What follows belongs to an exercise in optimizing a design on an open flow for small area; a production flow would make more cautious choices.
Only simulation tests tie the RTL to the original design; equivalence was not proved.
Power figures rest on the tool's default switching activity, not on a simulated workload.

`design/flow/config.mk`:
```
export PLATFORM = sky130hd
export DESIGN_NAME = branch_predictor
export DESIGN_NICKNAME = branch_predictor
export VERILOG_FILES = /design/flow/design.v
export SDC_FILE = /design/flow/constraint.sdc
export NUM_CORES = 4
export LEC_CHECK = 0
export CAP_MARGIN = 20
export CORE_MARGIN = 2
export CORE_UTILIZATION = 45
export PLACE_DENSITY = 0.6
export SLEW_MARGIN = 20
export SYNTH_HIERARCHICAL = 1
```
`design/flow/constraint.sdc`:
```
create_clock -name core_clock -period 12.0 [get_ports {clk}]
set_input_delay 2.4000 -clock core_clock [delete_from_list [all_inputs] [get_ports {clk}]]
set_output_delay 2.4000 -clock core_clock [all_outputs]
set_load 0.01 [all_outputs]
```
`design/flow/design.v`:
```
package bp_pkg;
  typedef logic [1:0] bp_ctr_t;
  localparam bp_ctr_t BP_SNT = 2'b00;
  localparam bp_ctr_t BP_WNT = 2'b01;
  localparam bp_ctr_t BP_WT = 2'b10;
  localparam bp_ctr_t BP_ST = 2'b11;
  localparam bp_ctr_t BP_CTR_INIT = BP_WNT;
endpackage
module bp_sat_counter (
  input  bp_pkg::bp_ctr_t i_ctr,
  input  logic            i_taken,
  output bp_pkg::bp_ctr_t o_ctr
);
  always_comb o_ctr = i_taken ? ((i_ctr == bp_pkg::BP_ST) ? bp_pkg::BP_ST : i_ctr + 2'd1)
                              : ((i_ctr == bp_pkg::BP_SNT) ? bp_pkg::BP_SNT : i_ctr - 2'd1);
endmodule
module bp_aoi222 (
  input  logic a0, s0, a1, s1, a2, s2,
  output logic y
);
  assign y = ~((a0 & s0) | (a1 & s1) | (a2 & s2));
endmodule
module bp_sel64 #(
  parameter bit GATED = 1'b0
) (
  input  logic [63:0] d,
  input  logic [63:0] s,
  input  logic        g,
  output logic        y
);
  logic [21:0] w_n;
  for (genvar k = 0; k < 21; k++) begin : g_aoi
    bp_aoi222 u_aoi (
      .a0(d[3*k]), .s0(s[3*k]), .a1(d[3*k+1]), .s1(s[3*k+1]),
      .a2(d[3*k+2]), .s2(s[3*k+2]), .y(w_n[k])
    );
  end
  assign w_n[21] = ~(d[63] & s[63]);
  assign y = (GATED ? g : 1'b1) & ~&w_n;
endmodule
module bp_and2 (
  input  logic a, b,
  output logic y
);
  assign y = a & b;
endmodule
module bp_entry_ctl (
  input  logic fa, fb, ua, ub, ubt,
  input  logic v,
  output logic fsel, usel, uwr, v_d
);
  bp_and2 u_fsel (.a(fa), .b(fb), .y(fsel));
  bp_and2 u_usel (.a(ua), .b(ub), .y(usel));
  bp_and2 u_uwr (.a(ua), .b(ubt), .y(uwr));
  assign v_d = v | uwr;
endmodule
module branch_predictor #(
  parameter int INDEX_BITS = 6,
  parameter int XLEN = 32
) (
  input  logic            clk,
  input  logic            rst,
  input  logic [XLEN-1:0] fetch_pc,
  output logic            prediction,
  output logic [XLEN-1:0] pred_target,
  input  logic            upd_valid,
  input  logic [XLEN-1:0] upd_pc,
  input  logic            upd_taken,
  input  logic [XLEN-1:0] upd_target,
  input  logic            upd_mispredict
);
  localparam int N = 64;
  localparam int TW = XLEN - 8;
  logic [N-1:0] r_valid, r_hi, r_lo;
  logic [TW-1:0] r_tag [N];
  logic [XLEN-1:0] r_target [N];
  logic [N-1:0] w_fsel, w_usel, w_uwr, w_v_d;
  logic [7:0] w_fa, w_fb, w_ua, w_ub, w_ubt;
  logic [TW-1:0] w_ftag, w_utag;
  logic w_fhi, w_fvalid, w_uvalid, w_uhi, w_ulo, w_uhit, w_unused;
  bp_pkg::bp_ctr_t w_ctr_inc, w_ctr_new;
  always_comb
    for (int k = 0; k < 8; k++) begin
      w_fa[k] = (fetch_pc[4:2] == k[2:0]);
      w_fb[k] = (fetch_pc[7:5] == k[2:0]);
      w_ua[k] = (upd_pc[4:2] == k[2:0]);
      w_ub[k] = upd_valid && upd_pc[7:5] == k[2:0];
      w_ubt[k] = upd_valid && upd_taken && upd_pc[7:5] == k[2:0];
    end
  for (genvar i = 0; i < N; i++) begin : g_ent
    bp_entry_ctl u_ctl (
      .fa(w_fa[i%8]), .fb(w_fb[i/8]),
      .ua(w_ua[i%8]), .ub(w_ub[i/8]), .ubt(w_ubt[i/8]),
      .v(r_valid[i]),
      .fsel(w_fsel[i]), .usel(w_usel[i]), .uwr(w_uwr[i]),
      .v_d(w_v_d[i])
    );
  end
  for (genvar b = 0; b < TW; b++) begin : g_tag
    logic [N-1:0] w_col;
    for (genvar i = 0; i < N; i++) begin : g_col
      assign w_col[i] = r_tag[i][b];
    end
    bp_sel64 u_fsel (.d(w_col), .s(w_fsel), .g(1'b1), .y(w_ftag[b]));
    bp_sel64 u_usel (.d(w_col), .s(w_usel), .g(1'b1), .y(w_utag[b]));
  end
  bp_sel64 u_fhi (.d(r_hi), .s(w_fsel), .g(1'b1), .y(w_fhi));
  bp_sel64 u_fvalid (.d(r_valid), .s(w_fsel), .g(1'b1), .y(w_fvalid));
  bp_sel64 u_uvalid (.d(r_valid), .s(w_usel), .g(1'b1), .y(w_uvalid));
  bp_sel64 u_uhi (.d(r_hi), .s(w_usel), .g(1'b1), .y(w_uhi));
  bp_sel64 u_ulo (.d(r_lo), .s(w_usel), .g(1'b1), .y(w_ulo));
  assign prediction = w_fvalid && w_fhi && (w_ftag == fetch_pc[XLEN-1:8]);
  for (genvar b = 0; b < XLEN; b++) begin : g_tgt
    logic [N-1:0] w_col;
    for (genvar i = 0; i < N; i++) begin : g_col
      assign w_col[i] = r_target[i][b];
    end
    bp_sel64 #(.GATED(1'b1)) u_fsel (.d(w_col), .s(w_fsel), .g(prediction), .y(pred_target[b]));
  end
  assign w_uhit = w_uvalid && (w_utag == upd_pc[XLEN-1:8]);
  assign w_unused = ^{fetch_pc[1:0], upd_pc[1:0], upd_mispredict};
  bp_sat_counter u_ctr (
    .i_ctr  ({w_uhi, w_ulo}),
    .i_taken(upd_taken),
    .o_ctr  (w_ctr_inc)
  );
  assign w_ctr_new = (upd_taken && !w_uhit) ? bp_pkg::BP_WT : w_ctr_inc;
  always_ff @(posedge clk or posedge rst)
    if (rst) r_valid <= '0;
    else r_valid <= w_v_d;
  always_ff @(posedge clk)
    for (int i = 0; i < N; i++) begin
      if (w_usel[i]) begin
        r_hi[i] <= w_ctr_new[1];
        r_lo[i] <= w_ctr_new[0];
      end
      if (w_uwr[i]) begin
        r_tag[i] <= upd_pc[XLEN-1:8];
        r_target[i] <= upd_target;
      end
    end
endmodule
```
`design/flow/flow/run.sh`:
```
#!/bin/bash
# Standard ORFS layout (the standard.sh, unchanged synthesis) with two
# changes: ports are buffered with the smallest buffer, and clock tree
# synthesis uses clkbuf_8 clusters of 15 sinks without dummy loads.
set -euo pipefail
cd "$(dirname "$0")/.."
export BUFFER_PORTS_ARGS="-buffer_cell sky130_fd_sc_hd__buf_1"
export CTS_ARGS="-sink_clustering_enable -repair_clock_nets -sink_clustering_size 15 -sink_clustering_max_diameter 60 -buf_list sky130_fd_sc_hd__clkbuf_8 -dont_use_dummy_load"
bash standard.sh finish > standard.log 2>&1
```
`design/flow/standard.sh`:
```
#!/bin/bash
# synth_recipe.tcl (not shown) runs the flow's synth.tcl, then flattens the netlist and writes it again
# the make line also repeats each setting of config.mk as NAME=value (left out here)
make -C /OpenROAD-flow-scripts/flow DESIGN_CONFIG=/design/flow/config.mk WORK_HOME=/design/flow/orfs CLKGATE_MAP_FILE= SYNTH_SCRIPT=/design/flow/synth_recipe.tcl "${@:-finish}"
```
==> flow_summary.toml <==
[outcome]
status = "timing/DRC/antenna clean"

[power]
peakVddDrop_mv = 0.0886
p_per_area_mw_per_mm2 = 143
leakagePower_nw = 45.9

[route]
ant_nets = 0
via_per_inst = 7.43
routed_wl_um = 453000
first_pass_iters = 17
drtIter0Drc = 21500
vias = 85500
drc = 0
wl_per_cell_um = 39.4

[clocking]
cts_buffer_depth = 4
post_cts_buffers = 0
clk_pin_slew_worst_paths_ns = 0.05
clock-sinks = 3776
worstSkewPairLatency_ns = 1.01
cts_buffers = 298
holdBufCountCts = 0
ctsResizeCount = 0
root_buffer = "clkbuf_8"
cts_tree = "built"
htree_levels = 5

[critical_path]
cp_max_fo = 33
slowest_delay_ns = 0.79
worstPathArrival_ns = 8.41
required_ns = 9.60
crit_cells = 14
r2r_cells = 8
reg2reg_from = "r_tag[27][21]"
critical_path_class = "input port to output pin"
critPathLaunchType = "input port"
crit_start = "fetch_pc[2]"
critPathCapture = "pred_target[23]"
cp_top_family = "simple AND/OR/NAND/NOR gates"
crit_path_top_delay_cell = "nor4_1"
cp_cell_sequence = "buf_1, and3b_1, and2_2, a222oi_1, nand4_1, nor4_1, nand2_1, xor2_1, nor4_1, nand3_1, nor4_4, buf_4, o31a_1, buf_1"
r2r-end = "r_lo[25]"
end_kind = "output pin"
path_buf_inv = 3
r2r_setup_slack_ns = 6.78

[floorplan]
fp.dieH_um = 558
die_area_mm2 = 0.311
core_mm2 = 0.305
start_util_pct = 45.2
io_pins = 134
die_w_um = 558
fp-row-count = 203

[yosys]
synthesis.nets = 6807
synthCells = 6706
syn_area_mm2 = 0.138
syn_area_per_cell_um2 = 20.6
yosysWarningCount = 10

[timing]
slew_violations = 0
relSlewSlack_pct = 15.3
fin_setup_tns_ns = 0
worst_pin_slew_ns = 1.26
final-setup-viol-count = 0
max_freq_mhz = 92.5
fin_skew_ns = 0.0853
fin_crit_ns = 10.81
period_share_pct = 90.1
report.final.hold_viol_count = 0
rsz0062_at_grt = "no"

[placement]
place.gp.congestion = 0.926
dpl-instance-area_mm2 = 0.146
dp_hpwl_um = 254000
numPortBuffers = 128

[global_routing]
overflow = 0
grt_pass1_vias = 82300
grt_first_pass_wirelength_um = 625000
antenna_found_initial = 15
grt_use_total_pct = 28.3
grt_max_degree = 66

[layout]
fillCellCount = 25000
drive_above_1_share_pct = 10.5
multi_input_area_mm2 = 0.0252
area.sequential_mm2 = 0.113
design_area_mm2 = 0.150
syn_to_final_growth_pct = 8.90
num-nets-final = 7515

[worst_hold_path]
hold_class = "register to register"

[job]
maxCapViolCount = 0
-- where the power goes --
part	total (mW)	switching (mW)	internal (mW)
registers	14.6	0.0387	14.5
clock network	6.17	3.94	2.24
logic	0.781	0.617	0.164
total	21.5	4.59	16.9
-- final cells by class --
| class | instances | share of cell area [%] |
|---|---|---|
| Antenna cell | 5 | 0.00833 |
| Multi-Input combinational cell | 2927 | 16.8 |
| Timing Repair Buffer | 408 | 1.79 |
| Inverter | 3 | 0.00750 |
| Clock buffer | 298 | 2.73 |
| Sequential cell | 3776 | 75.3 |
| Tap cell | 4100 | 3.42 |
-- state kept, by name (all words and copies together) (netlist names) --
name      count
r_lo         64
r_hi         64
r_target   2048
r_tag      1536
r_valid      64
-- worst min-delay path by stage --
stage,endpoint,slack [ns],cells after the start,from
global placement,r_valid[18],0.47,1,r_valid[18]
global route,r_valid[63],0.52,1,r_valid[63]
CTS,r_valid[29],0.50,1,r_valid[29]
detailed placement,r_valid[25],0.47,1,r_valid[25]
finish,r_valid[29],0.49,1,r_valid[29]
floorplan,r_valid[0],0.45,1,r_valid[0]
-- per-stage QoR --
stage	hold slack [ns]	std cells	setup slack, ns	utilization [%]	power, mW
after global routing	0.518	11500	1.23	49.2	22.1
after CTS	0.496	11500	1.35	49.2	21.6
final	0.492	11500	1.19	49.2	21.5
after floorplan	0.453	6706	2.83	-	15.1
after detailed placement	0.473	11200	1.39	47.8	15.7
after global placement	0.468	11200	1.41	47.8	15.6
-- cell usage in the layout (no fill, tap or decap), types with 2 or more instances in the layout --
cell	n
edfxtp_1	3712
nor2_1	15
buf_1	72
buf_2	4
and3_1	3
nor3_2	2
and2_4	87
clkbuf_8	298
a211oi_1	53
nor3b_2	7
and2_1	64
dfrtp_1	64
clkbuf_2	45
nand2b_1	3
and3b_1	7
xnor2_1	30
nand4_1	348
buf_4	286
nor3_1	7
maj3_2	2
nand3_1	119
a222oi_1	1785
xor2_1	18
or2_1	64
nand2_1	143
or4_1	32
diode_2	5
nor3b_1	2
inv_1	2
o31a_1	32
nor4_1	56
and2_2	41
-- metal layers --
metal  up-vias  global-route usage [%]  part of all wire (%)
met5         -                       0                 0.011
met1     43500                    38.5                    36
met2      7325                    42.4                    44
met3      1041                    6.06                    13
met4        10                    15.9                   6.5
li1      33700                       -                     -

what the ideal ports hide:
How much do the figures lean on ideal ports? The routed layout below was timed once more, with nothing changed but the port constraints. Step 1, drivers: a clkbuf_16 drives clk and a buf_2 each remaining input, both assumed. Step 2, shift: input delay + t, output delay - t, t = (earliest + latest rising clock arrival at the registers) / 2. This alone moves slack from input paths to output paths. Slacks: ideal ports / drivers / drivers and shift; pairs: ideal ports / drivers.
t, ns: 1.059
slack for setup (ns): 1.186 / 0.963 / 0.963
hold slack, ns: 0.492 / 0.492 / 0.492
worst data-port slew with drivers (ns): 0.26
cell pins on the clock port's net: 1
After both steps this run still meets setup and hold. For this run, drivers alone change the setup slack by -0.223 ns; drivers and shift together by -0.223 ns.
